This design comes from an exercise in tuning for small area, a short achievable clock period and few clock cycles per item on the open sky130 flow, not from production work.
Where RTL was checked, it was by simulation tests only, not by an equivalence proof against the original.
Only the layout flow was run in run 1; the RTL was not checked for function there.
No activity file was given, so power comes from the tool's default toggle rates.

==> flow/design.v (outline; a module is shown in full before it is edited, if it fits) <==
// module mac_csa: 1716 lines
// module mac_fin: 262 lines
// module mac_ci: 76 lines
module mac_ci (
    input  logic        clk,
    input  logic        reset,
    input  logic        clk_en,
    input  logic        start,
    input  logic [2:0]  n,
    input  logic [31:0] dataa,
    input  logic [31:0] datab,
    output logic [31:0] result,
    output logic        done
);
  // ...
==> flow/flow/run.sh <==
#!/bin/bash
# Standard synthesis, then an inverter clean-up around the full-adder cells (fixinv.py),
# then the standard layout from the cleaned netlist.
set -euo pipefail
R=orfs/results/sky130hd/mac_ci/base
bash standard.sh synth > synth_std.log 2>&1
cp $R/1_2_yosys.v $R/1_2_yosys_std.v
python3 flow/fixinv.py $R/1_2_yosys_std.v $R/1_2_yosys.v > fixinv.log 2>&1
rm -f $R/1_synth.odb $R/1_synth.sdc
bash standard.sh "BUFFER_PORTS_ARGS=-buffer_cell sky130_fd_sc_hd__buf_2" finish > finish.log 2>&1
==> flow/flow/fixinv.py <==
#!/usr/bin/env python3
"""Polarity clean-up of a mapped sky130 netlist (written by yosys write_verilog -noattr).

A full adder is self-dual: fa(~a, ~b, ~c) = (~cout, ~sum). Yosys's extract_fa often picks
the inverted form of an adder and leaves inverters between adder cells. This script
chooses, for each fa cell, whether to use it in inverted form so that as few signals as
possible need an inverted copy, then removes every inverter and inserts one inverter per
signal that some sink needs inverted. The logic function of every output and register
input is unchanged; registers are untouched.

usage: fixinv.py IN.v OUT.v
"""
import re, sys, collections

src = open(sys.argv[1]).read()
lines = src.split('\n')

INV = re.compile(r'sky130_fd_sc_hd__(inv|clkinv)_\d+$')
FA = re.compile(r'sky130_fd_sc_hd__fa_\d+$')
OUTPINS = {'X', 'Y', 'Q', 'Q_N', 'SUM', 'COUT', 'HI', 'LO'}

# ---- parse module body into cells
head_re = re.compile(r'^\s*(sky130_fd_sc_hd__\w+)\s+(\\\S+|\S+)\s*\($')
pin_re = re.compile(r'^\s*\.(\w+)\((.*)\),?$')
cells = []          # [type, name, [(pin, net)], first_line, last_line]
i = 0
while i < len(lines):
    m = head_re.match(lines[i])
    if m:
        typ, name = m.group(1), m.group(2)
        pins = []
        j = i + 1
        while not lines[j].strip().startswith(');'):
            pm = pin_re.match(lines[j])
            assert pm, lines[j]
            nm = pm.group(2).strip()
            pins.append((pm.group(1), nm + ' ' if nm.startswith('\\') else nm))
            j += 1
        cells.append([typ, name, pins, i, j])
        i = j + 1
    else:
        i += 1

def is_out(typ, pin):
    return pin in OUTPINS

driver = {}                      # net -> (cell index, pin)
sinks = collections.defaultdict(list)   # net -> [(cell index, pin)]
for ci, (typ, name, pins, a, b) in enumerate(cells):
    for p, n in pins:
        if is_out(typ, p):
            driver[n] = (ci, p)
        else:
            sinks[n].append((ci, p))

inv_cells = {ci for ci, c in enumerate(cells) if INV.match(c[0])}
fa_cells = [ci for ci, c in enumerate(cells) if FA.match(c[0])]
XOR = re.compile(r'sky130_fd_sc_hd__x(n?)or2_(\d+)$')
xor_cells = [ci for ci, c in enumerate(cells) if XOR.match(c[0])]

def pin_net(ci, pin):
    for p, n in cells[ci][2]:
        if p == pin:
            return n
    raise KeyError

# root of a net through inverter chains: (root net, parity)
def root(n):
    par = 0
    while n in driver and driver[n][0] in inv_cells:
        n = pin_net(driver[n][0], 'A')
        par ^= 1
    return n, par

# every non-inverter sink pin: (cell, pin) -> (root, parity)
need = {}                        # (ci, pin) -> (root, parity)
for ci, c in enumerate(cells):
    if ci in inv_cells:
        continue
    for p, n in c[2]:
        if not is_out(c[0], p):
            need[(ci, p)] = root(n)
# module outputs driven through inverters: handled by keeping sinks list of port nets
port_out = set()
for l in lines:
    m = re.match(r'^\s*output\s+(\[[^\]]*\]\s*)?(\S+);', l)
    if m:
        port_out.add(m.group(2))
# nets that are ports (names); an inverter driving a port net must be kept as a sink
def base(n):
    return n.split('[')[0].lstrip('\\').strip()
port_sinks = []                  # (net driven by inverter that is an output port bit)
for ci in inv_cells:
    y = pin_net(ci, 'Y')
    if base(y) in port_out:
        port_sinks.append((y, root(y)))
assert not port_sinks, "inverter drives an output port; not handled"

fa_set = set(fa_cells) | set(xor_cells)
flip = {ci: 0 for ci in fa_set}
root_sinks = collections.defaultdict(list)   # root -> [(ci, pin, parity)]
for (ci, p), (r, par) in need.items():
    root_sinks[r].append((ci, p, par))

fa_in_set = set(fa_cells)
def drv_flip(r):
    d = driver.get(r)
    if d and d[0] in fa_set:
        return flip[d[0]]
    return 0

def root_cost(r):
    fd = drv_flip(r)
    for ci, p, par in root_sinks[r]:
        x = flip[ci] if ci in fa_in_set else 0
        if par ^ x ^ fd:
            return 1
    return 0

def fa_roots(ci):
    rs = set()
    for p, n in cells[ci][2]:
        if is_out(cells[ci][0], p):
            rs.add(n)
        elif ci in fa_in_set:
            rs.add(need[(ci, p)][0])
    return rs

before = sum(root_cost(r) for r in root_sinks)
improved = True
passes = 0
import random, math
rnd = random.Random(1)
nodes = sorted(fa_set)
roots_of = {ci: list(fa_roots(ci)) for ci in nodes}
cur = before
best = cur; best_flip = dict(flip)
T = 2.0
steps = 400000
for s in range(steps):
    T = 2.0 * (1 - s / steps) + 0.01
    ci = nodes[rnd.randrange(len(nodes))]
    rs = roots_of[ci]
    c0 = sum(root_cost(r) for r in rs)
    flip[ci] ^= 1
    c1 = sum(root_cost(r) for r in rs)
    d = c1 - c0
    if d <= 0 or rnd.random() < math.exp(-d / T):
        cur += d
        if cur < best:
            best = cur; best_flip = dict(flip)
    else:
        flip[ci] ^= 1
flip = best_flip
passes = steps
after = sum(root_cost(r) for r in root_sinks)

# ---- rewrite
inv_of = {}
new_cells = []
k = 0
def inv_net(r):
    global k
    if r not in inv_of:
        k += 1
        nn = f"_pfx{k}_"
        inv_of[r] = nn
        new_cells.append(f"  sky130_fd_sc_hd__inv_1 _pfxinv{k}_ (\n    .A({r}),\n    .Y({nn})\n  );")
    return inv_of[r]

newpin = {}
for (ci, p), (r, par) in need.items():
    x = flip[ci] if ci in fa_in_set else 0
    if par ^ x ^ drv_flip(r):
        newpin[(ci, p)] = inv_net(r)
    else:
        newpin[(ci, p)] = r

out = list(lines)
for ci in xor_cells:
    if flip[ci]:
        typ = cells[ci][0]
        m = XOR.match(typ)
        nt = f"sky130_fd_sc_hd__x{'' if m.group(1) else 'n'}or2_{m.group(2)}"
        a = cells[ci][3]
        out[a] = out[a].replace(typ, nt, 1)
        for li in range(a + 1, cells[ci][4]):
            pm = pin_re.match(lines[li])
            if pm.group(1) in ('X', 'Y'):
                comma = ',' if lines[li].rstrip().endswith(',') else ''
                nm = pm.group(2).strip()
                nm = nm + ' ' if nm.startswith('\\') else nm
                out[li] = f"    .{'Y' if m.group(1) == '' else 'X'}({nm}){comma}"

drop = set()
for ci in inv_cells:
    for l in range(cells[ci][3], cells[ci][4] + 1):
        drop.add(l)
for ci, (typ, name, pins, a, b) in enumerate(cells):
    if ci in inv_cells:
        continue
    for li in range(a + 1, b):
        pm = pin_re.match(lines[li])
        p = pm.group(1)
        if (ci, p) in newpin:
            comma = ',' if lines[li].rstrip().endswith(',') else ''
            out[li] = f"    .{p}({newpin[(ci, p)]}){comma}"
# declare new wires and add cells before endmodule
res = []
for li, l in enumerate(out):
    if li in drop:
        continue
    if l.strip() == 'endmodule':
        res.extend(new_cells)
    res.append(l)
# wire declarations right after the module header's port list (first 'wire' line)
for idx, l in enumerate(res):
    if re.match(r'^\s*wire\s', l):
        res[idx:idx] = [f"  wire _pfx{j}_;" for j in range(1, k + 1)]
        break
open(sys.argv[2], 'w').write('\n'.join(res))
print(f"fixinv: {len(inv_cells)} inverters before, {k} after "
      f"(root cost {before} -> {after}, {sum(flip.values())} of {len(fa_cells)} adders flipped, {passes} passes)")

if len(sys.argv) > 3:
    st = collections.Counter()
    for r, nn in inv_of.items():
        d = driver.get(r)
        dt = cells[d[0]][0].replace('sky130_fd_sc_hd__', '') + '.' + d[1] if d else 'port'
        sk = set()
        for ci, p, par in root_sinks[r]:
            x = flip[ci] if ci in fa_in_set else 0
            if par ^ x ^ drv_flip(r):
                sk.add(cells[ci][0].replace('sky130_fd_sc_hd__', ''))
        st[(dt, tuple(sorted(sk)))] += 1
    for kk, v in st.most_common(30):
        print(v, kk)
==> flow/standard.sh <==
#!/bin/bash
# synth_recipe.tcl (not shown) runs the flow's synth.tcl, then flattens the netlist and writes it again
# the make line also repeats each setting of config.mk as NAME=value (left out here)
make -C /OpenROAD-flow-scripts/flow DESIGN_CONFIG=/design/flow/config.mk WORK_HOME=/design/flow/orfs CLKGATE_MAP_FILE= SYNTH_SCRIPT=/design/flow/synth_recipe.tcl "${@:-finish}"
==> flow/config.mk <==
export PLATFORM = sky130hd
export DESIGN_NAME = mac_ci
export DESIGN_NICKNAME = mac_ci
export VERILOG_FILES = /design/flow/design.v
export SDC_FILE = /design/flow/constraint.sdc
export NUM_CORES = 4
export LEC_CHECK = 0
export ABC_AREA = 1
export CAP_MARGIN = 20
export CORE_MARGIN = 2
export CORE_UTILIZATION = 40
export SETUP_SLACK_MARGIN = 4.5
export SLEW_MARGIN = 20
==> flow/constraint.sdc <==
create_clock -name core_clock -period 10.0 [get_ports {clk}]
set_input_delay 2.0000 -clock core_clock [delete_from_list [all_inputs] [get_ports {clk}]]
set_output_delay 2.0000 -clock core_clock [all_outputs]
set_load 0.01 [all_outputs]
==> flow_metrics.tcl, run 1 <==
set metrics [dict create \
    status "finished clean" \
    max_slew_margin 0.404 \
    met1_usage 0.410 \
    power-top-group "combinational logic" \
    wl_met1_mm 50.8 \
    cts_root_buf "clkbuf_16" \
    whs_ps 376 \
    rsz0062_at_grt "yes" \
    top_layer "met5" \
    fin_setup_tns_ps 0 \
    vias 29200 \
    antenna_cells 4 \
    placed_cells 4677 \
    swShare 0.530 \
    drc 0 \
    crit_path_max_incr_delay_ps 530 \
    drv_cap 0 \
    nFlopsAndLatches 259 \
    synthesis.nets 4399 \
    r2r-end "acc_q[16]" \
    die-width_um 289 \
    grt_overflow_total 0 \
    rows 104 \
    cts.sinks 259 \
    finalSetupViolations 0 \
    seq_share 0.137 \
    seqCellArea_mm2 0.00523 \
    htree_levels 2 \
    drtAntennaViolNets 0 \
    powerComb_mw 14.3 \
    p_leak_nw 15.8 \
    placed_area_mm2 0.0338 \
    start_util 0.404 \
    antenna_found_initial 5 \
    slew_viol_final 0 \
    cp.depth 15 \
    drt-vias-per-instance 6.03 \
    worstPathBufferInverterCount 5 \
    synth_cells 3725 \
    ir_drop_mv 0.222 \
    num-clock-buffers 46 \
    cp.required_ps 8000 \
    avgSynthCellArea_um2 8.71 \
    slowest_stage "fa_2" \
]
==> run 2, diff against run 1 <==
--- a/flow/design.v
+++ b/flow/design.v
@@ -1,22 +1,22 @@
 package mac_ci_pkg;
     localparam int ACC_W = 64;
-    localparam int NCUT  = 190;
+    localparam int NCUT  = 149;
     localparam logic [2:0] OP_CLR    = 3'd0;
     localparam logic [2:0] OP_MAC    = 3'd1;
     localparam logic [2:0] OP_RDLO   = 3'd2;
     localparam logic [2:0] OP_RDHI   = 3'd3;
     localparam logic [2:0] OP_RDSTAT = 3'd4;
 endpackage
 module mac_csa (
     input  logic [31:0] a,
     input  logic [31:0] b,
     input  logic [63:0] acc,
-    output logic [189:0] cut
+    output logic [148:0] cut
 );
     wire t1 = b[1] & ~b[0];
     wire t2 = (b[0] & a[0]) ^ b[1];
     wire t3 = ((b[0] & a[1]) | (t1 & a[0])) ^ b[1];
     wire t4 = ((b[0] & a[2]) | (t1 & a[1])) ^ b[1];
     wire t5 = ((b[0] & a[3]) | (t1 & a[2])) ^ b[1];
     wire t6 = ((b[0] & a[4]) | (t1 & a[3])) ^ b[1];
     wire t7 = ((b[0] & a[5]) | (t1 & a[4])) ^ b[1];
@@ -1527,467 +1527,426 @@
     wire t1512 = t555 ^ t1393 ^ t1395;
     wire t1513 = (t555 & t1393) | (t555 & t1395) | (t1393 & t1395);
     wire t1514 = t1398 ^ t523 ^ t556;
     wire t1515 = (t1398 & t523) | (t1398 & t556) | (t523 & t556);
     wire t1516 = acc[60] ^ t1399 ^ t524;
     wire t1517 = (acc[60] & t1399) | (acc[60] & t524) | (t1399 & t524);
     wire t1518 = 1'b1 ^ acc[61];
     wire t1519 = 1'b1 & acc[61];
-    assign cut[0] = acc[0];   
-    assign cut[1] = b[1];   
-    assign cut[2] = t2;   
-    assign cut[3] = acc[1];   
-    assign cut[4] = t3;   
-    assign cut[5] = t1400;   
-    assign cut[6] = t4;   
-    assign cut[7] = t37;   
-    assign cut[8] = t1401;   
-    assign cut[9] = t1402;   
-    assign cut[10] = t38;   
-    assign cut[11] = t1403;   
-    assign cut[12] = t1404;   
-    assign cut[13] = t72;   
-    assign cut[14] = t1405;   
-    assign cut[15] = t1406;   
-    assign cut[16] = t1186;   
-    assign cut[17] = t1407;   
-    assign cut[18] = t1408;   
-    assign cut[19] = t1190;   
-    assign cut[20] = t1409;   
-    assign cut[21] = t1410;   
-    assign cut[22] = t1194;   
-    assign cut[23] = t1411;   
-    assign cut[24] = t1412;   
-    assign cut[25] = t1198;   
-    assign cut[26] = t1413;   
-    assign cut[27] = t1414;   
-    assign cut[28] = t1202;   
-    assign cut[29] = t1415;   
-    assign cut[30] = t1416;   
-    assign cut[31] = t1206;   
-    assign cut[32] = t1417;   
-    assign cut[33] = t1418;   
-    assign cut[34] = t1210;   
-    assign cut[35] = t1419;   
-    assign cut[36] = t1420;   
-    assign cut[37] = t1214;   
-    assign cut[38] = t1421;   
-    assign cut[39] = t1422;   
-    assign cut[40] = t1218;   
-    assign cut[41] = t1423;   
-    assign cut[42] = t1424;   
-    assign cut[43] = t1222;   
-    assign cut[44] = t1425;   
-    assign cut[45] = t1426;   
-    assign cut[46] = t1226;   
-    assign cut[47] = t1427;   
-    assign cut[48] = t1428;   
-    assign cut[49] = t1230;   
-    assign cut[50] = t1429;   
-    assign cut[51] = t1430;   
-    assign cut[52] = t1234;   
-    assign cut[53] = t1431;   
-    assign cut[54] = t1432;   
-    assign cut[55] = t1238;   
-    assign cut[56] = t1433;   
-    assign cut[57] = t1434;   
-    assign cut[58] = t1242;   
-    assign cut[59] = t1435;   
-    assign cut[60] = t1436;   
-    assign cut[61] = t1246;   
-    assign cut[62] = t1437;   
-    assign cut[63] = t1438;   
-    assign cut[64] = t1250;   
-    assign cut[65] = t1439;   
-    assign cut[66] = t1440;   
-    assign cut[67] = t1254;   
-    assign cut[68] = t1441;   
-    assign cut[69] = t1442;   
-    assign cut[70] = t1258;   
-    assign cut[71] = t1443;   
-    assign cut[72] = t1444;   
-    assign cut[73] = t1262;   
-    assign cut[74] = t1445;   
-    assign cut[75] = t1446;   
-    assign cut[76] = t1266;   
-    assign cut[77] = t1447;   
-    assign cut[78] = t1448;   
-    assign cut[79] = t1270;   
-    assign cut[80] = t1449;   
-    assign cut[81] = t1450;   
-    assign cut[82] = t1274;   
-    assign cut[83] = t1451;   
-    assign cut[84] = t1452;   
-    assign cut[85] = t1278;   
-    assign cut[86] = t1453;   
-    assign cut[87] = t1454;   
-    assign cut[88] = t1282;   
-    assign cut[89] = t1455;   
-    assign cut[90] = t1456;   
-    assign cut[91] = t1286;   
-    assign cut[92] = t1457;   
-    assign cut[93] = t1458;   
-    assign cut[94] = t1290;   
-    assign cut[95] = t1459;   
-    assign cut[96] = t1460;   
-    assign cut[97] = t1294;   
-    assign cut[98] = t1461;   
-    assign cut[99] = t1462;   
-    assign cut[100] = t1298;   
-    assign cut[101] = t1463;   
-    assign cut[102] = t1464;   
-    assign cut[103] = t1302;   
-    assign cut[104] = t1465;   
-    assign cut[105] = t1466;   
-    assign cut[106] = t1306;   
-    assign cut[107] = t1467;   
-    assign cut[108] = t1468;   
-    assign cut[109] = t1310;   
-    assign cut[110] = t1469;   
-    assign cut[111] = t1470;   
-    assign cut[112] = t1314;   
-    assign cut[113] = t1471;   
-    assign cut[114] = t1472;   
-    assign cut[115] = t1318;   
-    assign cut[116] = t1473;   
-    assign cut[117] = t1474;   
-    assign cut[118] = t1322;   
-    assign cut[119] = t1475;   
-    assign cut[120] = t1476;   
-    assign cut[121] = t1326;   
-    assign cut[122] = t1477;   
-    assign cut[123] = t1478;   
-    assign cut[124] = t1330;   
-    assign cut[125] = t1479;   
-    assign cut[126] = t1480;   
-    assign cut[127] = t1334;   
-    assign cut[128] = t1481;   
-    assign cut[129] = t1482;   
-    assign cut[130] = t1335;   
-    assign cut[131] = t1483;   
-    assign cut[132] = t1484;   
-    assign cut[133] = t1342;   
-    assign cut[134] = t1485;   
-    assign cut[135] = t1486;   
-    assign cut[136] = t1346;   
-    assign cut[137] = t1487;   
-    assign cut[138] = t1488;   
-    assign cut[139] = t1350;   
-    assign cut[140] = t1489;   
-    assign cut[141] = t1490;   
-    assign cut[142] = t1354;   
-    assign cut[143] = t1491;   
-    assign cut[144] = t1492;   
-    assign cut[145] = t1358;   
-    assign cut[146] = t1493;   
-    assign cut[147] = t1494;   
-    assign cut[148] = t1362;   
-    assign cut[149] = t1495;   
-    assign cut[150] = t1496;   
-    assign cut[151] = t1366;   
-    assign cut[152] = t1497;   
-    assign cut[153] = t1498;   
-    assign cut[154] = t1367;   
-    assign cut[155] = t1499;   
-    assign cut[156] = t1500;   
-    assign cut[157] = t1374;   
-    assign cut[158] = t1501;   
-    assign cut[159] = t1502;   
-    assign cut[160] = t1378;   
-    assign cut[161] = t1503;   
-    assign cut[162] = t1504;   
-    assign cut[163] = t1382;   
-    assign cut[164] = t1505;   
-    assign cut[165] = t1506;   
-    assign cut[166] = t1386;   
-    assign cut[167] = t1507;   
-    assign cut[168] = t1508;   
-    assign cut[169] = t1387;   
-    assign cut[170] = t1509;   
-    assign cut[171] = t1510;   
-    assign cut[172] = t1394;   
-    assign cut[173] = t1511;   
-    assign cut[174] = t1512;   
-    assign cut[175] = t1396;   
-    assign cut[176] = t1513;   
-    assign cut[177] = t1514;   
-    assign cut[178] = t1397;   
-    assign cut[179] = t1515;   
-    assign cut[180] = t1516;   
-    assign cut[181] = t557;   
-    assign cut[182] = t1517;   
-    assign cut[183] = t1518;   
-    assign cut[184] = t558;   
-    assign cut[185] = t1519;   
-    assign cut[186] = acc[62];   
-    assign cut[187] = t559;   
-    assign cut[188] = ~acc[63];   
-    assign cut[189] = 1'b1;   
+    wire t1520 = acc[0] ^ b[1];
+    wire t1521 = acc[0] & b[1];
+    wire t1522 = acc[1] ^ t3;
+    wire t1523 = acc[1] & t3;
+    wire t1524 = t1400 ^ t4 ^ t37;
+    wire t1525 = (t1400 & t4) | (t1400 & t37) | (t4 & t37);
+    wire t1526 = t1401 ^ t38 ^ t1402;
+    wire t1527 = (t1401 & t38) | (t1401 & t1402) | (t38 & t1402);
+    wire t1528 = t72 ^ t1403 ^ t1404;
+    wire t1529 = (t72 & t1403) | (t72 & t1404) | (t1403 & t1404);
+    wire t1530 = t1405 ^ t1406 ^ t1186;
+    wire t1531 = (t1405 & t1406) | (t1405 & t1186) | (t1406 & t1186);
+    wire t1532 = t1407 ^ t1190 ^ t1408;
+    wire t1533 = (t1407 & t1190) | (t1407 & t1408) | (t1190 & t1408);
+    wire t1534 = t1194 ^ t1409 ^ t1410;
+    wire t1535 = (t1194 & t1409) | (t1194 & t1410) | (t1409 & t1410);
+    wire t1536 = t1198 ^ t1411 ^ t1412;
+    wire t1537 = (t1198 & t1411) | (t1198 & t1412) | (t1411 & t1412);
+    wire t1538 = t1413 ^ t1414 ^ t1202;
+    wire t1539 = (t1413 & t1414) | (t1413 & t1202) | (t1414 & t1202);
+    wire t1540 = t1415 ^ t1206 ^ t1416;
+    wire t1541 = (t1415 & t1206) | (t1415 & t1416) | (t1206 & t1416);
+    wire t1542 = t1210 ^ t1417 ^ t1418;
+    wire t1543 = (t1210 & t1417) | (t1210 & t1418) | (t1417 & t1418);
+    wire t1544 = t1214 ^ t1419 ^ t1420;
+    wire t1545 = (t1214 & t1419) | (t1214 & t1420) | (t1419 & t1420);
+    wire t1546 = t1218 ^ t1421 ^ t1422;
+    wire t1547 = (t1218 & t1421) | (t1218 & t1422) | (t1421 & t1422);
+    wire t1548 = t1222 ^ t1423 ^ t1424;
+    wire t1549 = (t1222 & t1423) | (t1222 & t1424) | (t1423 & t1424);
+    wire t1550 = t1425 ^ t1426 ^ t1226;
+    wire t1551 = (t1425 & t1426) | (t1425 & t1226) | (t1426 & t1226);
+    wire t1552 = t1427 ^ t1230 ^ t1428;
+    wire t1553 = (t1427 & t1230) | (t1427 & t1428) | (t1230 & t1428);
+    wire t1554 = t1234 ^ t1429 ^ t1430;
+    wire t1555 = (t1234 & t1429) | (t1234 & t1430) | (t1429 & t1430);
+    wire t1556 = t1238 ^ t1431 ^ t1432;
+    wire t1557 = (t1238 & t1431) | (t1238 & t1432) | (t1431 & t1432);
+    wire t1558 = t1242 ^ t1433 ^ t1434;
+    wire t1559 = (t1242 & t1433) | (t1242 & t1434) | (t1433 & t1434);
+    wire t1560 = t1246 ^ t1435 ^ t1436;
+    wire t1561 = (t1246 & t1435) | (t1246 & t1436) | (t1435 & t1436);
+    wire t1562 = t1250 ^ t1437 ^ t1438;
+    wire t1563 = (t1250 & t1437) | (t1250 & t1438) | (t1437 & t1438);
+    wire t1564 = t1254 ^ t1439 ^ t1440;
+    wire t1565 = (t1254 & t1439) | (t1254 & t1440) | (t1439 & t1440);
+    wire t1566 = t1258 ^ t1441 ^ t1442;
+    wire t1567 = (t1258 & t1441) | (t1258 & t1442) | (t1441 & t1442);
+    wire t1568 = t1342 ^ t1483 ^ t1484;
+    wire t1569 = (t1342 & t1483) | (t1342 & t1484) | (t1483 & t1484);
+    wire t1570 = t1346 ^ t1485 ^ t1486;
+    wire t1571 = (t1346 & t1485) | (t1346 & t1486) | (t1485 & t1486);
+    wire t1572 = t1350 ^ t1487 ^ t1488;
+    wire t1573 = (t1350 & t1487) | (t1350 & t1488) | (t1487 & t1488);
+    wire t1574 = t1354 ^ t1489 ^ t1490;
+    wire t1575 = (t1354 & t1489) | (t1354 & t1490) | (t1489 & t1490);
+    wire t1576 = t1358 ^ t1491 ^ t1492;
+    wire t1577 = (t1358 & t1491) | (t1358 & t1492) | (t1491 & t1492);
+    wire t1578 = t1362 ^ t1493 ^ t1494;
+    wire t1579 = (t1362 & t1493) | (t1362 & t1494) | (t1493 & t1494);
+    wire t1580 = t1366 ^ t1495 ^ t1496;
+    wire t1581 = (t1366 & t1495) | (t1366 & t1496) | (t1495 & t1496);
+    wire t1582 = t1367 ^ t1498 ^ t1497;
+    wire t1583 = (t1367 & t1498) | (t1367 & t1497) | (t1498 & t1497);
+    wire t1584 = t1374 ^ t1499 ^ t1500;
+    wire t1585 = (t1374 & t1499) | (t1374 & t1500) | (t1499 & t1500);
+    wire t1586 = t1378 ^ t1501 ^ t1502;
+    wire t1587 = (t1378 & t1501) | (t1378 & t1502) | (t1501 & t1502);
+    wire t1588 = t1382 ^ t1503 ^ t1504;
+    wire t1589 = (t1382 & t1503) | (t1382 & t1504) | (t1503 & t1504);
+    wire t1590 = t1386 ^ t1505 ^ t1506;
+    wire t1591 = (t1386 & t1505) | (t1386 & t1506) | (t1505 & t1506);
+    wire t1592 = t1387 ^ t1508 ^ t1507;
+    wire t1593 = (t1387 & t1508) | (t1387 & t1507) | (t1508 & t1507);
+    wire t1594 = t1394 ^ t1509 ^ t1510;
+    wire t1595 = (t1394 & t1509) | (t1394 & t1510) | (t1509 & t1510);
+    wire t1596 = t1396 ^ t1511 ^ t1512;
+    wire t1597 = (t1396 & t1511) | (t1396 & t1512) | (t1511 & t1512);
+    wire t1598 = t1397 ^ t1514 ^ t1513;
+    wire t1599 = (t1397 & t1514) | (t1397 & t1513) | (t1514 & t1513);
+    wire t1600 = t557 ^ t1515 ^ t1516;
+    wire t1601 = (t557 & t1515) | (t557 & t1516) | (t1515 & t1516);
+    wire t1602 = t1518 ^ t558 ^ t1517;
+    wire t1603 = (t1518 & t558) | (t1518 & t1517) | (t558 & t1517);
+    wire t1604 = acc[62] ^ t1519 ^ t559;
+    wire t1605 = (acc[62] & t1519) | (acc[62] & t559) | (t1519 & t559);
+    assign cut[0] = t1520;   
+    assign cut[1] = t2;   
+    assign cut[2] = t1521;   
+    assign cut[3] = t1522;   
+    assign cut[4] = t1523;   
+    assign cut[5] = t1524;   
+    assign cut[6] = t1525;   
+    assign cut[7] = t1526;   
+    assign cut[8] = t1527;   
+    assign cut[9] = t1528;   
+    assign cut[10] = t1529;   
+    assign cut[11] = t1530;   
+    assign cut[12] = t1531;   
+    assign cut[13] = t1532;   
+    assign cut[14] = t1533;   
+    assign cut[15] = t1534;   
+    assign cut[16] = t1535;   
+    assign cut[17] = t1536;   
+    assign cut[18] = t1537;   
+    assign cut[19] = t1538;   
+    assign cut[20] = t1539;   
+    assign cut[21] = t1540;   
+    assign cut[22] = t1541;   
+    assign cut[23] = t1542;   
+    assign cut[24] = t1543;   
+    assign cut[25] = t1544;   
+    assign cut[26] = t1545;   
+    assign cut[27] = t1546;   
+    assign cut[28] = t1547;   
+    assign cut[29] = t1548;   
+    assign cut[30] = t1549;   
+    assign cut[31] = t1550;   
+    assign cut[32] = t1551;   
+    assign cut[33] = t1552;   
+    assign cut[34] = t1553;   
+    assign cut[35] = t1554;   
+    assign cut[36] = t1555;   
+    assign cut[37] = t1556;   
+    assign cut[38] = t1557;   
+    assign cut[39] = t1558;   
+    assign cut[40] = t1559;   
+    assign cut[41] = t1560;   
+    assign cut[42] = t1561;   
+    assign cut[43] = t1562;   
+    assign cut[44] = t1563;   
+    assign cut[45] = t1564;   
+    assign cut[46] = t1565;   
+    assign cut[47] = t1566;   
+    assign cut[48] = t1567;   
+    assign cut[49] = t1443;   
+    assign cut[50] = t1444;   
+    assign cut[51] = t1262;   
+    assign cut[52] = t1445;   
+    assign cut[53] = t1266;   
+    assign cut[54] = t1446;   
+    assign cut[55] = t1270;   
+    assign cut[56] = t1447;   
+    assign cut[57] = t1448;   
+    assign cut[58] = t1274;   
+    assign cut[59] = t1449;   
+    assign cut[60] = t1450;   
+    assign cut[61] = t1278;   
+    assign cut[62] = t1451;   
+    assign cut[63] = t1452;   
+    assign cut[64] = t1282;   
+    assign cut[65] = t1453;   
+    assign cut[66] = t1454;   
+    assign cut[67] = t1286;   
+    assign cut[68] = t1455;   
+    assign cut[69] = t1456;   
+    assign cut[70] = t1290;   
+    assign cut[71] = t1457;   
+    assign cut[72] = t1458;   
+    assign cut[73] = t1294;   
+    assign cut[74] = t1459;   
+    assign cut[75] = t1460;   
+    assign cut[76] = t1298;   
+    assign cut[77] = t1461;   
+    assign cut[78] = t1462;   
+    assign cut[79] = t1302;   
+    assign cut[80] = t1463;   
+    assign cut[81] = t1464;   
+    assign cut[82] = t1306;   
+    assign cut[83] = t1465;   
+    assign cut[84] = t1466;   
+    assign cut[85] = t1310;   
+    assign cut[86] = t1467;   
+    assign cut[87] = t1468;   
+    assign cut[88] = t1314;   
+    assign cut[89] = t1469;   
+    assign cut[90] = t1470;   
+    assign cut[91] = t1318;   
+    assign cut[92] = t1471;   
+    assign cut[93] = t1472;   
+    assign cut[94] = t1322;   
+    assign cut[95] = t1473;   
+    assign cut[96] = t1474;   
+    assign cut[97] = t1326;   
+    assign cut[98] = t1475;   
+    assign cut[99] = t1476;   
+    assign cut[100] = t1330;   
+    assign cut[101] = t1477;   
+    assign cut[102] = t1478;   
+    assign cut[103] = t1334;   
+    assign cut[104] = t1479;   
+    assign cut[105] = t1480;   
+    assign cut[106] = t1335;   
+    assign cut[107] = t1482;   
+    assign cut[108] = t1481;   
+    assign cut[109] = t1568;   
+    assign cut[110] = t1569;   
+    assign cut[111] = t1570;   
+    assign cut[112] = t1571;   
+    assign cut[113] = t1572;   
+    assign cut[114] = t1573;   
+    assign cut[115] = t1574;   
+    assign cut[116] = t1575;   
+    assign cut[117] = t1576;   
+    assign cut[118] = t1577;   
+    assign cut[119] = t1578;   
+    assign cut[120] = t1579;   
+    assign cut[121] = t1580;   
+    assign cut[122] = t1581;   
+    assign cut[123] = t1582;   
+    assign cut[124] = t1583;   
+    assign cut[125] = t1584;   
+    assign cut[126] = t1585;   
+    assign cut[127] = t1586;   
+    assign cut[128] = t1587;   
+    assign cut[129] = t1588;   
+    assign cut[130] = t1589;   
+    assign cut[131] = t1590;   
+    assign cut[132] = t1591;   
+    assign cut[133] = t1592;   
+    assign cut[134] = t1593;   
+    assign cut[135] = t1594;   
+    assign cut[136] = t1595;   
+    assign cut[137] = t1596;   
+    assign cut[138] = t1597;   
+    assign cut[139] = t1598;   
+    assign cut[140] = t1599;   
+    assign cut[141] = t1600;   
+    assign cut[142] = t1601;   
+    assign cut[143] = t1602;   
+    assign cut[144] = t1603;   
+    assign cut[145] = t1604;   
+    assign cut[146] = t1605;   
+    assign cut[147] = ~acc[63];   
+    assign cut[148] = 1'b1;   
 endmodule
 module mac_fin (
-    input  logic [189:0] cut,
+    input  logic [148:0] cut,
     output logic [64:0] x,
     output logic [64:0] y
 );
-    wire t1 = cut[0] ^ cut[1];
-    wire t2 = cut[0] & cut[1];
-    wire t3 = cut[3] ^ cut[4];
-    wire t4 = cut[3] & cut[4];
-    wire t5 = cut[5] ^ cut[6] ^ cut[7];
-    wire t6 = (cut[5] & cut[6]) | (cut[5] & cut[7]) | (cut[6] & cut[7]);
-    wire t7 = cut[8] ^ cut[9] ^ cut[10];
-    wire t8 = (cut[8] & cut[9]) | (cut[8] & cut[10]) | (cut[9] & cut[10]);
-    wire t9 = cut[11] ^ cut[12] ^ cut[13];
-    wire t10 = (cut[11] & cut[12]) | (cut[11] & cut[13]) | (cut[12] & cut[13]);
-    wire t11 = cut[14] ^ cut[15] ^ cut[16];
-    wire t12 = (cut[14] & cut[15]) | (cut[14] & cut[16]) | (cut[15] & cut[16]);
-    wire t13 = cut[17] ^ cut[18] ^ cut[19];
-    wire t14 = (cut[17] & cut[18]) | (cut[17] & cut[19]) | (cut[18] & cut[19]);
-    wire t15 = cut[20] ^ cut[21] ^ cut[22];
-    wire t16 = (cut[20] & cut[21]) | (cut[20] & cut[22]) | (cut[21] & cut[22]);
-    wire t17 = cut[23] ^ cut[24] ^ cut[25];
-    wire t18 = (cut[23] & cut[24]) | (cut[23] & cut[25]) | (cut[24] & cut[25]);
-    wire t19 = cut[26] ^ cut[27] ^ cut[28];
-    wire t20 = (cut[26] & cut[27]) | (cut[26] & cut[28]) | (cut[27] & cut[28]);
-    wire t21 = cut[29] ^ cut[30] ^ cut[31];
-    wire t22 = (cut[29] & cut[30]) | (cut[29] & cut[31]) | (cut[30] & cut[31]);
-    wire t23 = cut[32] ^ cut[33] ^ cut[34];
-    wire t24 = (cut[32] & cut[33]) | (cut[32] & cut[34]) | (cut[33] & cut[34]);
-    wire t25 = cut[35] ^ cut[36] ^ cut[37];
-    wire t26 = (cut[35] & cut[36]) | (cut[35] & cut[37]) | (cut[36] & cut[37]);
-    wire t27 = cut[38] ^ cut[39] ^ cut[40];
-    wire t28 = (cut[38] & cut[39]) | (cut[38] & cut[40]) | (cut[39] & cut[40]);
-    wire t29 = cut[41] ^ cut[42] ^ cut[43];
-    wire t30 = (cut[41] & cut[42]) | (cut[41] & cut[43]) | (cut[42] & cut[43]);
-    wire t31 = cut[44] ^ cut[45] ^ cut[46];
-    wire t32 = (cut[44] & cut[45]) | (cut[44] & cut[46]) | (cut[45] & cut[46]);
-    wire t33 = cut[47] ^ cut[48] ^ cut[49];
-    wire t34 = (cut[47] & cut[48]) | (cut[47] & cut[49]) | (cut[48] & cut[49]);
-    wire t35 = cut[50] ^ cut[51] ^ cut[52];
-    wire t36 = (cut[50] & cut[51]) | (cut[50] & cut[52]) | (cut[51] & cut[52]);
-    wire t37 = cut[53] ^ cut[54] ^ cut[55];
-    wire t38 = (cut[53] & cut[54]) | (cut[53] & cut[55]) | (cut[54] & cut[55]);
-    wire t39 = cut[56] ^ cut[57] ^ cut[58];
-    wire t40 = (cut[56] & cut[57]) | (cut[56] & cut[58]) | (cut[57] & cut[58]);
-    wire t41 = cut[59] ^ cut[60] ^ cut[61];
-    wire t42 = (cut[59] & cut[60]) | (cut[59] & cut[61]) | (cut[60] & cut[61]);
-    wire t43 = cut[62] ^ cut[63] ^ cut[64];
-    wire t44 = (cut[62] & cut[63]) | (cut[62] & cut[64]) | (cut[63] & cut[64]);
-    wire t45 = cut[65] ^ cut[66] ^ cut[67];
-    wire t46 = (cut[65] & cut[66]) | (cut[65] & cut[67]) | (cut[66] & cut[67]);
-    wire t47 = cut[68] ^ cut[69] ^ cut[70];
-    wire t48 = (cut[68] & cut[69]) | (cut[68] & cut[70]) | (cut[69] & cut[70]);
-    wire t49 = cut[71] ^ cut[72] ^ cut[73];
-    wire t50 = (cut[71] & cut[72]) | (cut[71] & cut[73]) | (cut[72] & cut[73]);
-    wire t51 = cut[74] ^ cut[75] ^ cut[76];
-    wire t52 = (cut[74] & cut[75]) | (cut[74] & cut[76]) | (cut[75] & cut[76]);
-    wire t53 = cut[77] ^ cut[78] ^ cut[79];
-    wire t54 = (cut[77] & cut[78]) | (cut[77] & cut[79]) | (cut[78] & cut[79]);
-    wire t55 = cut[80] ^ cut[81] ^ cut[82];
-    wire t56 = (cut[80] & cut[81]) | (cut[80] & cut[82]) | (cut[81] & cut[82]);
-    wire t57 = cut[83] ^ cut[84] ^ cut[85];
-    wire t58 = (cut[83] & cut[84]) | (cut[83] & cut[85]) | (cut[84] & cut[85]);
-    wire t59 = cut[86] ^ cut[87] ^ cut[88];
-    wire t60 = (cut[86] & cut[87]) | (cut[86] & cut[88]) | (cut[87] & cut[88]);
-    wire t61 = cut[89] ^ cut[90] ^ cut[91];
-    wire t62 = (cut[89] & cut[90]) | (cut[89] & cut[91]) | (cut[90] & cut[91]);
-    wire t63 = cut[92] ^ cut[93] ^ cut[94];
-    wire t64 = (cut[92] & cut[93]) | (cut[92] & cut[94]) | (cut[93] & cut[94]);
-    wire t65 = cut[95] ^ cut[96] ^ cut[97];
-    wire t66 = (cut[95] & cut[96]) | (cut[95] & cut[97]) | (cut[96] & cut[97]);
-    wire t67 = cut[98] ^ cut[99] ^ cut[100];
-    wire t68 = (cut[98] & cut[99]) | (cut[98] & cut[100]) | (cut[99] & cut[100]);
-    wire t69 = cut[101] ^ cut[102] ^ cut[103];
-    wire t70 = (cut[101] & cut[102]) | (cut[101] & cut[103]) | (cut[102] & cut[103]);
-    wire t71 = cut[104] ^ cut[105] ^ cut[106];
-    wire t72 = (cut[104] & cut[105]) | (cut[104] & cut[106]) | (cut[105] & cut[106]);
-    wire t73 = cut[107] ^ cut[108] ^ cut[109];
-    wire t74 = (cut[107] & cut[108]) | (cut[107] & cut[109]) | (cut[108] & cut[109]);
-    wire t75 = cut[110] ^ cut[111] ^ cut[112];
-    wire t76 = (cut[110] & cut[111]) | (cut[110] & cut[112]) | (cut[111] & cut[112]);
-    wire t77 = cut[113] ^ cut[114] ^ cut[115];
-    wire t78 = (cut[113] & cut[114]) | (cut[113] & cut[115]) | (cut[114] & cut[115]);
-    wire t79 = cut[116] ^ cut[117] ^ cut[118];
-    wire t80 = (cut[116] & cut[117]) | (cut[116] & cut[118]) | (cut[117] & cut[118]);
-    wire t81 = cut[119] ^ cut[120] ^ cut[121];
-    wire t82 = (cut[119] & cut[120]) | (cut[119] & cut[121]) | (cut[120] & cut[121]);
-    wire t83 = cut[122] ^ cut[123] ^ cut[124];
-    wire t84 = (cut[122] & cut[123]) | (cut[122] & cut[124]) | (cut[123] & cut[124]);
-    wire t85 = cut[125] ^ cut[126] ^ cut[127];
-    wire t86 = (cut[125] & cut[126]) | (cut[125] & cut[127]) | (cut[126] & cut[127]);
-    wire t87 = cut[128] ^ cut[129] ^ cut[130];
-    wire t88 = (cut[128] & cut[129]) | (cut[128] & cut[130]) | (cut[129] & cut[130]);
-    wire t89 = cut[131] ^ cut[132] ^ cut[133];
-    wire t90 = (cut[131] & cut[132]) | (cut[131] & cut[133]) | (cut[132] & cut[133]);
-    wire t91 = cut[134] ^ cut[135] ^ cut[136];
-    wire t92 = (cut[134] & cut[135]) | (cut[134] & cut[136]) | (cut[135] & cut[136]);
-    wire t93 = cut[137] ^ cut[138] ^ cut[139];
-    wire t94 = (cut[137] & cut[138]) | (cut[137] & cut[139]) | (cut[138] & cut[139]);
-    wire t95 = cut[140] ^ cut[141] ^ cut[142];
-    wire t96 = (cut[140] & cut[141]) | (cut[140] & cut[142]) | (cut[141] & cut[142]);
-    wire t97 = cut[143] ^ cut[144] ^ cut[145];
-    wire t98 = (cut[143] & cut[144]) | (cut[143] & cut[145]) | (cut[144] & cut[145]);
-    wire t99 = cut[146] ^ cut[147] ^ cut[148];
-    wire t100 = (cut[146] & cut[147]) | (cut[146] & cut[148]) | (cut[147] & cut[148]);
-    wire t101 = cut[149] ^ cut[150] ^ cut[151];
-    wire t102 = (cut[149] & cut[150]) | (cut[149] & cut[151]) | (cut[150] & cut[151]);
-    wire t103 = cut[152] ^ cut[153] ^ cut[154];
-    wire t104 = (cut[152] & cut[153]) | (cut[152] & cut[154]) | (cut[153] & cut[154]);
-    wire t105 = cut[155] ^ cut[156] ^ cut[157];
-    wire t106 = (cut[155] & cut[156]) | (cut[155] & cut[157]) | (cut[156] & cut[157]);
-    wire t107 = cut[158] ^ cut[159] ^ cut[160];
-    wire t108 = (cut[158] & cut[159]) | (cut[158] & cut[160]) | (cut[159] & cut[160]);
-    wire t109 = cut[161] ^ cut[162] ^ cut[163];
-    wire t110 = (cut[161] & cut[162]) | (cut[161] & cut[163]) | (cut[162] & cut[163]);
-    wire t111 = cut[164] ^ cut[165] ^ cut[166];
-    wire t112 = (cut[164] & cut[165]) | (cut[164] & cut[166]) | (cut[165] & cut[166]);
-    wire t113 = cut[167] ^ cut[168] ^ cut[169];
-    wire t114 = (cut[167] & cut[168]) | (cut[167] & cut[169]) | (cut[168] & cut[169]);
-    wire t115 = cut[170] ^ cut[171] ^ cut[172];
-    wire t116 = (cut[170] & cut[171]) | (cut[170] & cut[172]) | (cut[171] & cut[172]);
-    wire t117 = cut[173] ^ cut[174] ^ cut[175];
-    wire t118 = (cut[173] & cut[174]) | (cut[173] & cut[175]) | (cut[174] & cut[175]);
-    wire t119 = cut[176] ^ cut[177] ^ cut[178];
-    wire t120 = (cut[176] & cut[177]) | (cut[176] & cut[178]) | (cut[177] & cut[178]);
-    wire t121 = cut[179] ^ cut[180] ^ cut[181];
-    wire t122 = (cut[179] & cut[180]) | (cut[179] & cut[181]) | (cut[180] & cut[181]);
-    wire t123 = cut[182] ^ cut[183] ^ cut[184];
-    wire t124 = (cut[182] & cut[183]) | (cut[182] & cut[184]) | (cut[183] & cut[184]);
-    wire t125 = cut[185] ^ cut[186] ^ cut[187];
-    wire t126 = (cut[185] & cut[186]) | (cut[185] & cut[187]) | (cut[186] & cut[187]);
-    assign x[0] = t1;
-    assign y[0] = cut[2];
-    assign x[1] = t2;
-    assign y[1] = t3;
-    assign x[2] = t4;
-    assign y[2] = t5;
-    assign x[3] = t6;
-    assign y[3] = t7;
-    assign x[4] = t8;
-    assign y[4] = t9;
-    assign x[5] = t10;
-    assign y[5] = t11;
-    assign x[6] = t12;
-    assign y[6] = t13;
-    assign x[7] = t14;
-    assign y[7] = t15;
-    assign x[8] = t16;
-    assign y[8] = t17;
-    assign x[9] = t18;
-    assign y[9] = t19;
-    assign x[10] = t20;
-    assign y[10] = t21;
-    assign x[11] = t22;
-    assign y[11] = t23;
-    assign x[12] = t24;
-    assign y[12] = t25;
-    assign x[13] = t26;
-    assign y[13] = t27;
-    assign x[14] = t28;
-    assign y[14] = t29;
-    assign x[15] = t30;
-    assign y[15] = t31;
-    assign x[16] = t32;
-    assign y[16] = t33;
-    assign x[17] = t34;
-    assign y[17] = t35;
-    assign x[18] = t36;
-    assign y[18] = t37;
-    assign x[19] = t38;
-    assign y[19] = t39;
-    assign x[20] = t40;
-    assign y[20] = t41;
-    assign x[21] = t42;
-    assign y[21] = t43;
-    assign x[22] = t44;
-    assign y[22] = t45;
-    assign x[23] = t46;
-    assign y[23] = t47;
-    assign x[24] = t48;
-    assign y[24] = t49;
-    assign x[25] = t50;
-    assign y[25] = t51;
-    assign x[26] = t52;
-    assign y[26] = t53;
-    assign x[27] = t54;
-    assign y[27] = t55;
-    assign x[28] = t56;
-    assign y[28] = t57;
-    assign x[29] = t58;
-    assign y[29] = t59;
-    assign x[30] = t60;
-    assign y[30] = t61;
-    assign x[31] = t62;
-    assign y[31] = t63;
-    assign x[32] = t64;
-    assign y[32] = t65;
-    assign x[33] = t66;
-    assign y[33] = t67;
-    assign x[34] = t68;
-    assign y[34] = t69;
-    assign x[35] = t70;
-    assign y[35] = t71;
-    assign x[36] = t72;
-    assign y[36] = t73;
-    assign x[37] = t74;
-    assign y[37] = t75;
-    assign x[38] = t76;
-    assign y[38] = t77;
-    assign x[39] = t78;
-    assign y[39] = t79;
-    assign x[40] = t80;
-    assign y[40] = t81;
-    assign x[41] = t82;
-    assign y[41] = t83;
-    assign x[42] = t84;
-    assign y[42] = t85;
-    assign x[43] = t86;
-    assign y[43] = t87;
-    assign x[44] = t88;
-    assign y[44] = t89;
-    assign x[45] = t90;
-    assign y[45] = t91;
-    assign x[46] = t92;
-    assign y[46] = t93;
-    assign x[47] = t94;
-    assign y[47] = t95;
-    assign x[48] = t96;
-    assign y[48] = t97;
-    assign x[49] = t98;
-    assign y[49] = t99;
-    assign x[50] = t100;
-    assign y[50] = t101;
-    assign x[51] = t102;
-    assign y[51] = t103;
-    assign x[52] = t104;
-    assign y[52] = t105;
-    assign x[53] = t106;
-    assign y[53] = t107;
-    assign x[54] = t108;
-    assign y[54] = t109;
-    assign x[55] = t110;
-    assign y[55] = t111;
-    assign x[56] = t112;
-    assign y[56] = t113;
-    assign x[57] = t114;
-    assign y[57] = t115;
-    assign x[58] = t116;
-    assign y[58] = t117;
-    assign x[59] = t118;
-    assign y[59] = t119;
-    assign x[60] = t120;
-    assign y[60] = t121;
-    assign x[61] = t122;
-    assign y[61] = t123;
-    assign x[62] = t124;
-    assign y[62] = t125;
-    assign x[63] = t126;
-    assign y[63] = cut[188];
-    assign x[64] = cut[189];
+    wire t1 = cut[48] ^ cut[49] ^ cut[50];
+    wire t2 = (cut[48] & cut[49]) | (cut[48] & cut[50]) | (cut[49] & cut[50]);
+    wire t3 = cut[52] ^ cut[53] ^ cut[54];
+    wire t4 = (cut[52] & cut[53]) | (cut[52] & cut[54]) | (cut[53] & cut[54]);
+    wire t5 = cut[55] ^ cut[56] ^ cut[57];
+    wire t6 = (cut[55] & cut[56]) | (cut[55] & cut[57]) | (cut[56] & cut[57]);
+    wire t7 = cut[58] ^ cut[59] ^ cut[60];
+    wire t8 = (cut[58] & cut[59]) | (cut[58] & cut[60]) | (cut[59] & cut[60]);
+    wire t9 = cut[61] ^ cut[62] ^ cut[63];
+    wire t10 = (cut[61] & cut[62]) | (cut[61] & cut[63]) | (cut[62] & cut[63]);
+    wire t11 = cut[64] ^ cut[65] ^ cut[66];
+    wire t12 = (cut[64] & cut[65]) | (cut[64] & cut[66]) | (cut[65] & cut[66]);
+    wire t13 = cut[67] ^ cut[68] ^ cut[69];
+    wire t14 = (cut[67] & cut[68]) | (cut[67] & cut[69]) | (cut[68] & cut[69]);
+    wire t15 = cut[70] ^ cut[71] ^ cut[72];
+    wire t16 = (cut[70] & cut[71]) | (cut[70] & cut[72]) | (cut[71] & cut[72]);
+    wire t17 = cut[73] ^ cut[74] ^ cut[75];
+    wire t18 = (cut[73] & cut[74]) | (cut[73] & cut[75]) | (cut[74] & cut[75]);
+    wire t19 = cut[76] ^ cut[77] ^ cut[78];
+    wire t20 = (cut[76] & cut[77]) | (cut[76] & cut[78]) | (cut[77] & cut[78]);
+    wire t21 = cut[79] ^ cut[80] ^ cut[81];
+    wire t22 = (cut[79] & cut[80]) | (cut[79] & cut[81]) | (cut[80] & cut[81]);
+    wire t23 = cut[82] ^ cut[83] ^ cut[84];
+    wire t24 = (cut[82] & cut[83]) | (cut[82] & cut[84]) | (cut[83] & cut[84]);
+    wire t25 = cut[85] ^ cut[86] ^ cut[87];
+    wire t26 = (cut[85] & cut[86]) | (cut[85] & cut[87]) | (cut[86] & cut[87]);
+    wire t27 = cut[88] ^ cut[89] ^ cut[90];
+    wire t28 = (cut[88] & cut[89]) | (cut[88] & cut[90]) | (cut[89] & cut[90]);
+    wire t29 = cut[91] ^ cut[92] ^ cut[93];
+    wire t30 = (cut[91] & cut[92]) | (cut[91] & cut[93]) | (cut[92] & cut[93]);
+    wire t31 = cut[94] ^ cut[95] ^ cut[96];
+    wire t32 = (cut[94] & cut[95]) | (cut[94] & cut[96]) | (cut[95] & cut[96]);
+    wire t33 = cut[97] ^ cut[98] ^ cut[99];
+    wire t34 = (cut[97] & cut[98]) | (cut[97] & cut[99]) | (cut[98] & cut[99]);
+    wire t35 = cut[100] ^ cut[101] ^ cut[102];
+    wire t36 = (cut[100] & cut[101]) | (cut[100] & cut[102]) | (cut[101] & cut[102]);
+    wire t37 = cut[103] ^ cut[104] ^ cut[105];
+    wire t38 = (cut[103] & cut[104]) | (cut[103] & cut[105]) | (cut[104] & cut[105]);
+    wire t39 = cut[106] ^ cut[107] ^ cut[108];
+    wire t40 = (cut[106] & cut[107]) | (cut[106] & cut[108]) | (cut[107] & cut[108]);
+    assign x[0] = cut[0];
+    assign y[0] = cut[1];
+    assign x[1] = cut[2];
+    assign y[1] = cut[3];
+    assign x[2] = cut[4];
+    assign y[2] = cut[5];
+    assign x[3] = cut[6];
+    assign y[3] = cut[7];
+    assign x[4] = cut[8];
+    assign y[4] = cut[9];
+    assign x[5] = cut[10];
+    assign y[5] = cut[11];
+    assign x[6] = cut[12];
+    assign y[6] = cut[13];
+    assign x[7] = cut[14];
+    assign y[7] = cut[15];
+    assign x[8] = cut[16];
+    assign y[8] = cut[17];
+    assign x[9] = cut[18];
+    assign y[9] = cut[19];
+    assign x[10] = cut[20];
+    assign y[10] = cut[21];
+    assign x[11] = cut[22];
+    assign y[11] = cut[23];
+    assign x[12] = cut[24];
+    assign y[12] = cut[25];
+    assign x[13] = cut[26];
+    assign y[13] = cut[27];
+    assign x[14] = cut[28];
+    assign y[14] = cut[29];
+    assign x[15] = cut[30];
+    assign y[15] = cut[31];
+    assign x[16] = cut[32];
+    assign y[16] = cut[33];
+    assign x[17] = cut[34];
+    assign y[17] = cut[35];
+    assign x[18] = cut[36];
+    assign y[18] = cut[37];
+    assign x[19] = cut[38];
+    assign y[19] = cut[39];
+    assign x[20] = cut[40];
+    assign y[20] = cut[41];
+    assign x[21] = cut[42];
+    assign y[21] = cut[43];
+    assign x[22] = cut[44];
+    assign y[22] = cut[45];
+    assign x[23] = cut[46];
+    assign y[23] = cut[47];
+    assign x[24] = t1;
+    assign y[24] = cut[51];
+    assign x[25] = t2;
+    assign y[25] = t3;
+    assign x[26] = t4;
+    assign y[26] = t5;
+    assign x[27] = t6;
+    assign y[27] = t7;
+    assign x[28] = t8;
+    assign y[28] = t9;
+    assign x[29] = t10;
+    assign y[29] = t11;
+    assign x[30] = t12;
+    assign y[30] = t13;
+    assign x[31] = t14;
+    assign y[31] = t15;
+    assign x[32] = t16;
+    assign y[32] = t17;
+    assign x[33] = t18;
+    assign y[33] = t19;
+    assign x[34] = t20;
+    assign y[34] = t21;
+    assign x[35] = t22;
+    assign y[35] = t23;
+    assign x[36] = t24;
+    assign y[36] = t25;
+    assign x[37] = t26;
+    assign y[37] = t27;
+    assign x[38] = t28;
+    assign y[38] = t29;
+    assign x[39] = t30;
+    assign y[39] = t31;
+    assign x[40] = t32;
+    assign y[40] = t33;
+    assign x[41] = t34;
+    assign y[41] = t35;
+    assign x[42] = t36;
+    assign y[42] = t37;
+    assign x[43] = t38;
+    assign y[43] = t39;
+    assign x[44] = t40;
+    assign y[44] = cut[109];
+    assign x[45] = cut[110];
+    assign y[45] = cut[111];
+    assign x[46] = cut[112];
+    assign y[46] = cut[113];
+    assign x[47] = cut[114];
+    assign y[47] = cut[115];
+    assign x[48] = cut[116];
+    assign y[48] = cut[117];
+    assign x[49] = cut[118];
+    assign y[49] = cut[119];
+    assign x[50] = cut[120];
+    assign y[50] = cut[121];
+    assign x[51] = cut[122];
+    assign y[51] = cut[123];
+    assign x[52] = cut[124];
+    assign y[52] = cut[125];
+    assign x[53] = cut[126];
+    assign y[53] = cut[127];
+    assign x[54] = cut[128];
+    assign y[54] = cut[129];
+    assign x[55] = cut[130];
+    assign y[55] = cut[131];
+    assign x[56] = cut[132];
+    assign y[56] = cut[133];
+    assign x[57] = cut[134];
+    assign y[57] = cut[135];
+    assign x[58] = cut[136];
+    assign y[58] = cut[137];
+    assign x[59] = cut[138];
+    assign y[59] = cut[139];
+    assign x[60] = cut[140];
+    assign y[60] = cut[141];
+    assign x[61] = cut[142];
+    assign y[61] = cut[143];
+    assign x[62] = cut[144];
+    assign y[62] = cut[145];
+    assign x[63] = cut[146];
+    assign y[63] = cut[147];
+    assign x[64] = cut[148];
     assign y[64] = 1'b0;
 endmodule
 import mac_ci_pkg::*;
 module mac_ci (
     input  logic        clk,
     input  logic        reset,
     input  logic        clk_en,
     input  logic        start,
==> flow/config.mk (replaced) <==
export PLATFORM = sky130hd
export DESIGN_NAME = mac_ci
export DESIGN_NICKNAME = mac_ci
export VERILOG_FILES = /design/flow/design.v
export SDC_FILE = /design/flow/constraint.sdc
export NUM_CORES = 4
export LEC_CHECK = 0
export ABC_AREA = 1
export CAP_MARGIN = 20
export CORE_MARGIN = 2
export CORE_UTILIZATION = 40
export SETUP_SLACK_MARGIN = 4
export SLEW_MARGIN = 20
==> flow_metrics.tcl, run 2 <==
set metrics [dict create \
    fin_setup_tns_ps 0 \
    drt_first_iter_violations 3360 \
    use_met3 0.0954 \
    placed_cells 4621 \
    yosys_warnings 1 \
    syn2layout_area_growth_pct 8.95 \
    finalHoldViolCount 0 \
    first_global_vias 28600 \
    grt_max_degree 67 \
    drt-vias-per-instance 6.07 \
    reg2reg_from "cut_q[48]" \
    crit_type "input pin to flop" \
    setup.worst_path.end_class "flop" \
    drtAntennaViolNets 0 \
    drc 0 \
    start_util 0.403 \
    first_pass_iters 7 \
    die-width_um 286 \
    antenna_found_initial 0 \
    gp_congestion 1.01 \
    grt_first_pass_wirelength_mm 192 \
    finalSetupViolations 0 \
    die_area_mm2 0.0816 \
    antenna_cells 0 \
    cp.required_ps 10440 \
    status "finished clean" \
    drv_cap 0 \
    numCtsBuffers 28 \
    clock_latency_ps 590 \
    max_slew_margin 0.288 \
    avgSynthCellArea_um2 8.63 \
    synth_cells 3679 \
    met1_usage 0.405 \
    rows 103 \
    fillers 7679 \
    ir_drop_mv 0.243 \
    skew_ps 32.3 \
    final_cells 4703 \
    top_usage_layer "met2" \
    top_regs "cut_q: 148 flops, acc_q: 64 flops" \
    hp-class "flop to flop" \
    cts_tree "built" \
    dpl.hpwl_mm 91.8 \
    final_common_cell "o22ai_1" \
    netlist_area_mm2 0.0317 \
    worstHoldEndpoint "cut_q[147]" \
    cts.sinks 218 \
    nets 4306 \
    wl_mm 131 \
    core_area_mm2 0.0787 \
    final_cell_mix "o22ai_1 (495), fa_1 (485), nand2_1 (470)" \
    clock_path_buffers 3 \
    die_h_um 286 \
    grtUsageTotal 0.318 \
    r2r-end "acc_q[51]" \
    startpoint "datab[1]" \
    vias 28500 \
    rsz0062_at_grt "no" \
    worstMarginPinSlew_ps 1060 \
    crit_fanout 26 \
    hp-start "acc_q[63]" \
    r2r_cells 15 \
    p_per_area_mw_per_mm2 368 \
    boundaryPins 104 \
    place.port_buffers 103 \
    postCtsHoldBufs 0 \
    fin_crit_ps 5960 \
    grt_use_met2 0.481 \
    rrSetupSlack_ps 6120 \
    worstPathArrival_ps 6400 \
    largest_reg_flops 148 \
    htree_levels 1 \
    setup_slack_ps 4040 \
    critPathLaunchType "input pin" \
    drive_gt1_frac 0.120 \
    fin_crit_sh 0.596 \
    p_leak_nw 14.7 \
    regMostFlops "cut_q" \
    cts_root_buf "clkbuf_16" \
    hold_depth 1 \
    dp_slack_ps 3060 \
    grt_overflow_total 0 \
    slew_viol_final 0 \
    routedWlPerCell_um 27.9 \
    fmax_mhz 168 \
    synthesis.nets 4353 \
    clkTransAtPathRegs_ps 60 \
]
-- run 2: critical path, stage by stage --
cell	delay, ps
buf_2	100
buf_4	270
nor2_2	430
inv_1	140
nand2_2	310
buf_4	380
o22ai_1	140
xor2_1	220
fa_1	490
fa_1	510
fa_1	410
fa_1	550
fa_1	420
-- run 2: metrics by stage --
stage / total power [mW] / area (µm²) / util / hold WS, ps
2_1_floorplan: 8.05 / 31700 / - / 363
3_3_place_gp: 11.0 / 33100 / 0.420 / 412
3_5_place_dp: 11.2 / 33100 / 0.420 / 418
4_1_cts: 12.4 / 34300 / 0.436 / 431
5_1_grt: 13.8 / 34600 / 0.439 / 448
6_report: 12.7 / 34600 / 0.439 / 413
-- run 2: layout make-up --
class,count,area (µm²),area share
flip-flops and latches,218,4400,0.127
clock inverters,13,166,0.00481
clock buffers,38,830,0.0240
well taps,1050,1310,0.0380
repair buffers,208,1400,0.0405
multi-input cells,2861,25300,0.731
inverters,315,1200,0.0348
-- run 2: how the worst max path moves through the flow --
stage	endpoint	depth (start not counted)
after floorplan	cut_q[109]	11
after global placement	cut_q[87]	12
after detailed placement	cut_q[47]	11
after CTS	result[22]	15
after global routing	result[30]	18
final	cut_q[41]	13
-- run 2: layer usage --
| layer | share of wire | vias up |
|---|---|---|
| met3 | 0.13 | 465 |
| met5 | 0 | - |
| li1 | - | 12100 |
| met2 | 0.43 | 2028 |
| met4 | 0.068 | 0 |
| met1 | 0.38 | 13900 |
-- run 2: power breakdown --
group	leakage (nW)	internal, mW	switching (mW)
logic	12.4	3.80	6.28
clock network	0.483	0.660	0.453
registers	1.82	1.33	0.189
-- run 2: repair_timing --
action	4_1_cts	5_1_grt
setup buffers	12	11
pin swaps	2	3
setup endpoints to repair	88	58
gates cloned	5	3
resized for setup	14	30
hold endpoints to repair	0	0
Testbench counts of run 2, summed over its fixed seeds: cycles 9,658, ops 4,829.
==> run 3, diff against run 2 <==
--- a/flow/config.mk
+++ b/flow/config.mk
@@ -10,4 +10,6 @@
 export CORE_MARGIN = 2
 export CORE_UTILIZATION = 40
-export SETUP_SLACK_MARGIN = 4
+export CTS_BUF_LIST = sky130_fd_sc_hd__clkbuf_8
+export CTS_CLUSTER_SIZE = 30
+export SETUP_SLACK_MARGIN = 4.4
 export SLEW_MARGIN = 20
==> flow_metrics.tcl, run 3 <==
set metrics [dict create \
    final_common_cell "o22ai_1" \
    synthesis.nets 4353 \
    crit_fanout 8 \
    drt-vias-per-instance 6.08 \
    clock_path_buffers 3 \
    rsz0062_at_grt "yes" \
    boundaryPins 104 \
    fin_setup_tns_ps 0 \
    netlist_area_mm2 0.0317 \
    numCtsBuffers 43 \
    syn2layout_area_growth_pct 13.1 \
    largest_reg_flops 148 \
    first_pass_iters 9 \
    cts_tree "built" \
    antenna_found_initial 3 \
    wl_mm 134 \
    start_util 0.403 \
    fillers 7588 \
    cp.required_ps 8000 \
    skew_ps 58.1 \
    avgSynthCellArea_um2 8.63 \
    synth_cells 3679 \
    status "finished clean" \
    p_leak_nw 15.3 \
    final_cell_mix "o22ai_1 (495), fa_1 (476), nand2_1 (442)" \
    core_area_mm2 0.0787 \
    met1_usage 0.408 \
    drt_first_iter_violations 3556 \
    final_cells 4771 \
    rows 103 \
    worstMarginPinSlew_ps 1130 \
    cts.sinks 218 \
    top_usage_layer "met2" \
    worstPathArrival_ps 3690 \
    grt_first_pass_wirelength_mm 195 \
    finalHoldViolCount 0 \
    first_global_vias 29300 \
    cts_root_buf "clkbuf_8" \
    fin_crit_ps 5690 \
    drive_gt1_frac 0.163 \
    regMostFlops "cut_q" \
    top_regs "cut_q: 148 flops, acc_q: 64 flops" \
    clock_latency_ps 650 \
    finalSetupViolations 0 \
    vias 29000 \
    htree_levels 2 \
    placed_area_mm2 0.0331 \
    slew_viol_final 0 \
    fmax_mhz 176 \
    p_per_area_mw_per_mm2 386 \
    max_slew_margin 0.244 \
    die_h_um 286 \
    nets 4364 \
    ir_drop_mv 0.205 \
    grt_overflow_total 0 \
    grt_max_degree 71 \
    crit_type "flop to output pin" \
    drtAntennaViolNets 0 \
    drc 0 \
    dpl.hpwl_mm 92.6 \
    setup.worst_path.end_class "output pin" \
    gp_congestion 1.03 \
    die-width_um 286 \
    placed_cells 4626 \
    critPathLaunchType "flop" \
    hp-class "flop to flop" \
    yosys_warnings 1 \
    routedWlPerCell_um 28.0 \
    clkTransAtPathRegs_ps 50 \
    die_area_mm2 0.0816 \
    fin_util 0.456 \
    drv_cap 0 \
    place.port_buffers 103 \
    grt_use_met2 0.490 \
    use_met3 0.0986 \
    design_area_mm2 0.0359 \
    grtUsageTotal 0.323 \
    fin_crit_sh 0.569 \
]
## run 3: area by class of cell
class | instances | area (µm²) | share of cell area
Inverter | 315 | 1200 | 0.0334
Clock buffer | 51 | 702 | 0.0196
Sequential cell | 218 | 4400 | 0.123
Antenna cell | 3 | 7.51 | 0.000209
Clock inverter | 22 | 213 | 0.00593
Multi-Input combinational cell | 2860 | 26100 | 0.726
Timing Repair Buffer | 252 | 1990 | 0.0555
Tap cell | 1050 | 1310 | 0.0366
## run 3: power by group
part	switching (mW)	internal, mW	leakage, nW
clock network	0.451	0.567	0.500
logic	6.78	4.51	13.0
registers	0.196	1.33	1.82
## run 3: critical path, cell delays in order (launching register included)
cell	delay [ps]
dfxtp_1	320
fa_2	690
ha_4	260
nand2_4	90
inv_2	40
a21oi_2	150
nand2_1	100
nand2_1	60
nand2_1	60
nand2_1	80
nand2_2	60
a21oi_4	170
buf_6	140
clkinvlp_4	80
buf_8	130
buf_12	130
nand3_4	250
nand3_2	130
buf_6	140
## run 3: final timing paths
check | slack, ps | depth (start not counted) | start | end
max | 4310 | 18 | cut_q[94] | result[8]
min | 420 | 1 | acc_q[63] | cut_q[147]
max reg2reg | 6210 | 16 | cut_q[91] | acc_q[53]
min reg2reg | 420 | 1 | acc_q[63] | cut_q[147]
## run 3: metal layers
| metal | routed length [µm] | part of all wire | up-vias |
|---|---|---|---|
| met3 | 16800 | 0.13 | 512 |
| met2 | 57800 | 0.43 | 2046 |
| li1 | - | - | 12200 |
| met5 | 22 | 0.00016 | - |
| met4 | 9370 | 0.070 | 4 |
| met1 | 49500 | 0.37 | 14200 |
## run 3: repair_timing
| action | in CTS | in global routing |
|---|---|---|
| pin swaps | 36 | 39 |
| setup buffers | 53 | 7 |
| resized for setup | 180 | 85 |
| gates cloned | 8 | 1 |
| hold buffers | 0 | 0 |
| endpoints found under the setup margin | 128 | 86 |
## run 3: through the flow
step | hold WS (ps) | setup WS [ps] | power [mW]
6_report | 419 | 4310 | 13.8
5_1_grt | 458 | 4190 | 15.0
4_1_cts | 419 | 4340 | 13.3
3_5_place_dp | 407 | 2970 | 11.2
3_3_place_gp | 408 | 3030 | 11.0
2_1_floorplan | 363 | 4380 | 8.06

==> port drivers added, routing unchanged <==
Ports are ideal in the flow. The routed layouts listed here were re-timed in OpenROAD. Step 1 (the two cells are an assumption about what drives the block):
set clk [get_ports {clk}]
set_driving_cell -lib_cell sky130_fd_sc_hd__clkbuf_16 $clk
set_driving_cell -lib_cell sky130_fd_sc_hd__buf_2 [delete_from_list [all_inputs] $clk]
Step 2 also shifts input and output timing later by t, the mid clock arrival at the registers, as if the neighbouring blocks saw the same clock. a / b / c = ideal ports / drivers / drivers and shift; a / b = the first two.
run	shift t [ns]	slack for setup (ns)	hold slack, ns
run 1	0.621	4.378 / 4.314 / 3.922	0.376 / 0.376 / 0.376
run 2	0.642	4.040 / 4.034 / 3.440	0.413 / 0.413 / 0.413
run 3	0.692	4.306 / 4.239 / 3.668	0.419 / 0.419 / 0.419
After both steps setup and hold are still met in every run listed. The setup slack of run 3, which loses most, moves by -0.067 ns with the drivers and by -0.638 ns with both steps.
